Context: an optimization exercise on an open-source flow, tuned for small area, a short achievable clock period and few clock cycles per item. The choices shown serve that exercise and are no tape-out recipe.
RTL that was checked went through simulation tests only; none was proved equivalent to the original.
No activity file was given, so power comes from the tool's default toggle rates.

==> flow/design.v <==
`timescale 1ns/100ps
`default_nettype none
module rr_picker (
    input  wire  [8-1:0]               call_vld_i,
    input  wire  [8*$clog2(4)-1:0]   child_i,
    input  wire  [4-1:0]              child_rdy_i,
    input  wire  [8-1:0]               mask_i,
    output logic                                 any_o,
    output logic [8-1:0]               grant_o
);
    localparam int NP = 8;
    logic [NP-1:0] elig;
    logic [NP-1:0] kill;
    logic [NP-1:0] mask;
    assign mask = {mask_i[NP-1:1], 1'b0};
    logic [4-1:0] dec [NP];
    always_comb begin
        for (int p = 0; p < NP; p++) begin
            for (int c = 0; c < 4; c++) begin
                dec[p][c] = call_vld_i[p] & (child_i[p*$clog2(4) +: $clog2(4)] == $clog2(4)'(c));
            end
            elig[p] = (dec[p] & child_rdy_i) != '0;
        end
    end
    always_comb begin
        for (int p = 0; p < NP; p++) begin
            kill[p] = 1'b0;
            for (int q = 0; q < NP; q++) begin
                if (q < p) begin
                    kill[p] = kill[p] | (elig[q] & ~(~mask[q] & mask[p]));
                end else if (q > p) begin
                    kill[p] = kill[p] | (elig[q] & mask[q] & ~mask[p]);
                end
            end
            grant_o[p] = elig[p] & ~kill[p];
        end
    end
    assign any_o = elig != '0;
endmodule
`default_nettype wire
`timescale 1ns/100ps
`default_nettype none
module call_dispatch (
    input  wire  [8-1:0]               call_vld_i,
    input  wire  [8*$clog2(4)-1:0]   child_i,
    input  wire  [4-1:0]              child_rdy_i,
    input  wire  [8-1:0]               mask_i,
    output logic                                 any_o,
    output logic [8-1:0]               grant_o
);
    localparam int NP = 8;
    logic [NP-1:0] elig;
    logic [NP-1:0] kill;
    logic [NP-1:0] mask;
    assign mask = {mask_i[NP-1:1], 1'b0};
    logic [4-1:0] dec [NP];
    always_comb begin
        for (int p = 0; p < NP; p++) begin
            for (int c = 0; c < 4; c++) begin
                dec[p][c] = call_vld_i[p] & (child_i[p*$clog2(4) +: $clog2(4)] == $clog2(4)'(c));
            end
            elig[p] = (dec[p] & child_rdy_i) != '0;
        end
    end
    always_comb begin
        for (int p = 0; p < NP; p++) begin
            kill[p] = 1'b0;
            for (int q = 0; q < NP; q++) begin
                if (q < p) begin
                    kill[p] = kill[p] | (elig[q] & ~(~mask[q] & mask[p]));
                end else if (q > p) begin
                    kill[p] = kill[p] | (elig[q] & mask[q] & ~mask[p]);
                end
            end
            grant_o[p] = elig[p] & ~kill[p];
        end
    end
    assign any_o = elig != '0;
endmodule
`default_nettype wire
`timescale 1ns/100ps
`default_nettype none
module call_arbiter (
    input  wire                                  clk,
    input  wire                                  rstn,
    input  wire  [8-1:0]               call_vld_i,
    input  wire  [8*($clog2(4) + $clog2(4) + 1 + 16 + 2 * 16)-1:0]     call_req_i,
    output logic [8-1:0]               call_rdy_o,
    input  wire  [4-1:0]              child_rdy_i,
    output logic                                 call_vld_o,
    output logic [($clog2(8) + ($clog2(4) + $clog2(4) + 1 + 16 + 2 * 16))-1:0]                 call_o
);
    localparam int NP = 8;
    logic [NP*$clog2(4)-1:0]  child;
    logic [NP-1:0]              grant;
    logic                       any;
    logic [NP-1:0]              mask;
    logic [NP-1:0]              mask_next;
    logic [($clog2(8) + ($clog2(4) + $clog2(4) + 1 + 16 + 2 * 16))-1:0]       sel;
    always_comb begin
        for (int p = 0; p < NP; p++) begin
            child[p*$clog2(4) +: $clog2(4)] =
                call_req_i[p*($clog2(4) + $clog2(4) + 1 + 16 + 2 * 16) + (($clog2(4) + $clog2(4) + 1 + 16 + 2 * 16) - $clog2(4)) +: $clog2(4)];
        end
    end
    rr_picker i_pick_rdy (
        .call_vld_i (call_vld_i),
        .child_i    (child),
        .child_rdy_i(child_rdy_i),
        .mask_i     (mask),
        .any_o      (),
        .grant_o    (call_rdy_o)
    );
    call_dispatch i_pick (
        .call_vld_i (call_vld_i),
        .child_i    (child),
        .child_rdy_i(child_rdy_i),
        .mask_i     (mask),
        .any_o      (any),
        .grant_o    (grant)
    );
    always_comb begin
        sel = '0;
        for (int p = 0; p < NP; p++) begin
            sel = sel | ({($clog2(8) + ($clog2(4) + $clog2(4) + 1 + 16 + 2 * 16)){grant[p]}} &
                         {$clog2(8)'(p), call_req_i[p*($clog2(4) + $clog2(4) + 1 + 16 + 2 * 16) +: ($clog2(4) + $clog2(4) + 1 + 16 + 2 * 16)]});
        end
    end
    always_comb begin
        for (int q = 0; q < NP; q++) begin
            mask_next[q] = 1'b0;
            for (int p = 0; p < q; p++) begin
                mask_next[q] = mask_next[q] | grant[p];
            end
        end
    end
    always_ff @(posedge clk or negedge rstn) begin
        if (!rstn) begin
            call_vld_o <= 1'b0;
            mask       <= '0;
        end else begin
            call_vld_o <= any;
            if (any) begin
                mask <= mask_next;
            end
        end
    end
    always_ff @(posedge clk) begin
        call_o <= sel;
    end
endmodule
`default_nettype wire
==> flow/config.mk <==
export PLATFORM = sky130hd
export DESIGN_NAME = call_arbiter
export DESIGN_NICKNAME = call_arbiter
export VERILOG_FILES = /design/flow/design.v
export SDC_FILE = /design/flow/constraint.sdc
export NUM_CORES = 4
export LEC_CHECK = 0
export CAP_MARGIN = 20
export CORE_AREA = 2.5 2.5 177.5 177.5
export DIE_AREA = 0 0 180 180
export SETUP_SLACK_MARGIN = 1.3
export SLEW_MARGIN = 20
export SYNTH_HIERARCHICAL = 1
export TNS_END_PERCENT = 0
==> flow/constraint.sdc <==
create_clock -name core_clock -period 4.0 [get_ports {clk}]
set_input_delay 0.8000 -clock core_clock [delete_from_list [all_inputs] [get_ports {clk}]]
set_output_delay 0.8000 -clock core_clock [all_outputs]
set_load 0.01 [all_outputs]
standard.sh (not shown) runs the stock make flow with config.mk's settings and CLKGATE_MAP_FILE= SYNTH_SCRIPT=/design/flow/synth_recipe.tcl, a recipe that flattens the netlist after the stock synthesis.
==> flow/flow/run.sh <==
#!/bin/bash
# The standard layout (standard.sh), with two changes:
# - synthesis maps the rr_picker and call_dispatch modules (the picks behind
#   call_rdy_o and call_o) with a delay-oriented ABC script, see my_synth.tcl;
#   all else as standard
# - port buffers are plain buf_1 cells instead of the delay cells that
#   buffer_ports picks by default
set -euo pipefail
export BUFFER_PORTS_ARGS="-buffer_cell sky130_fd_sc_hd__buf_1"
sed "s#SYNTH_SCRIPT=[^ ]*#SYNTH_SCRIPT=$PWD/flow/my_synth.tcl#" standard.sh > own_standard.sh
grep -q "SYNTH_SCRIPT=$PWD/flow/my_synth.tcl" own_standard.sh
bash own_standard.sh > flow_make.log 2>&1
==> flow/flow/fast.script <==
strash
dch
map -p
buffer -c
topo
stime -c
upsize -c
dnsize -c
==> flow/flow/my_synth.tcl <==
# The standard synthesis (synth_recipe.tcl, sourced unchanged), except that
# ABC first maps the two round-robin pick modules (rr_picker, which drives
# call_rdy_o, and call_dispatch, which drives call_o) with a delay-oriented
# script; the second call then maps the rest as the standard synthesis does
set own_dir [file dirname [file normalize [info script]]]
set fast_script [file join $own_dir fast.script]
proc abc {args} {
  set i [lsearch -exact $args -script]
  set fast_args [lreplace $args [expr {$i + 1}] [expr {$i + 1}] $::fast_script]
  foreach m {rr_picker call_dispatch} {
    yosys abc {*}$fast_args $m
  }
  yosys abc {*}$args
}
source [file join [file dirname $own_dir] synth_recipe.tcl]
Testbench counts at the start, summed over its fixed seeds: cycles 3,319, calls 3,072.
Next try:
--- a/flow/design.v
+++ b/flow/design.v
@@ -11,8 +11,6 @@
     localparam int NP = 8;
     logic [NP-1:0] elig;
     logic [NP-1:0] kill;
-    logic [NP-1:0] mask;
-    assign mask = {mask_i[NP-1:1], 1'b0};
     logic [4-1:0] dec [NP];
     always_comb begin
         for (int p = 0; p < NP; p++) begin
@@ -27,9 +25,9 @@
             kill[p] = 1'b0;
             for (int q = 0; q < NP; q++) begin
                 if (q < p) begin
-                    kill[p] = kill[p] | (elig[q] & ~(~mask[q] & mask[p]));
+                    kill[p] = kill[p] | (elig[q] & ~(~mask_i[q] & mask_i[p]));
                 end else if (q > p) begin
-                    kill[p] = kill[p] | (elig[q] & mask[q] & ~mask[p]);
+                    kill[p] = kill[p] | (elig[q] & mask_i[q] & ~mask_i[p]);
                 end
             end
             grant_o[p] = elig[p] & ~kill[p];
@@ -51,8 +49,6 @@
     localparam int NP = 8;
     logic [NP-1:0] elig;
     logic [NP-1:0] kill;
-    logic [NP-1:0] mask;
-    assign mask = {mask_i[NP-1:1], 1'b0};
     logic [4-1:0] dec [NP];
     always_comb begin
         for (int p = 0; p < NP; p++) begin
@@ -67,9 +63,9 @@
             kill[p] = 1'b0;
             for (int q = 0; q < NP; q++) begin
                 if (q < p) begin
-                    kill[p] = kill[p] | (elig[q] & ~(~mask[q] & mask[p]));
+                    kill[p] = kill[p] | (elig[q] & ~(~mask_i[q] & mask_i[p]));
                 end else if (q > p) begin
-                    kill[p] = kill[p] | (elig[q] & mask[q] & ~mask[p]);
+                    kill[p] = kill[p] | (elig[q] & mask_i[q] & ~mask_i[p]);
                 end
             end
             grant_o[p] = elig[p] & ~kill[p];
- via count increases by a few percent
- synthesized cell count grows by a few percent
- routed wire length goes up by a few percent
- worst hold slack is worse by 14 ps
- sequential share of layout area drops by 0.51 points
- critical path depth does not change
- power came out lower by a few percent
- non-clock buffer count grows by 10
- final area is higher by a few percent
- register-to-register slack improves by 160 ps
- core utilization increases by 0.90 points
- die area stays the same
- worst setup slack improved by 17 ps
- area after synthesis goes up slightly
No functional check of the RTL was part of the second run of this note.

-- afterwards: timing with drivers on the ports --
The results above use ideal ports. As a check the final layouts listed here were re-extracted and re-timed, cells and wires unchanged. Step 1, drivers: a clkbuf_16 drives clk and a buf_2 each remaining input, both assumed. Step 2 moves the port delays by t, midway between the first and last clock arrival at a register: inputs arrive t later, outputs are due t later. That takes back most of the time a late clock gives input paths. Three values: ideal, step 1, step 2; two values: the first two.
run | shift t [ns] | slack for setup (ns) | worst setup path after step 2 | worst slew at a driven data input, ns | pins driven straight from the clock port
the first run | 0.378 | 1.085 / 1.064 / 0.837 | input to register | 0.17 | 1
the second run | 0.384 | 1.103 / 1.013 / 0.875 | input to register | 0.16 | 1
After both steps setup and hold are still met in every run listed. For the first run, which loses most, drivers alone change the setup slack by -0.021 ns; drivers and shift together by -0.248 ns.
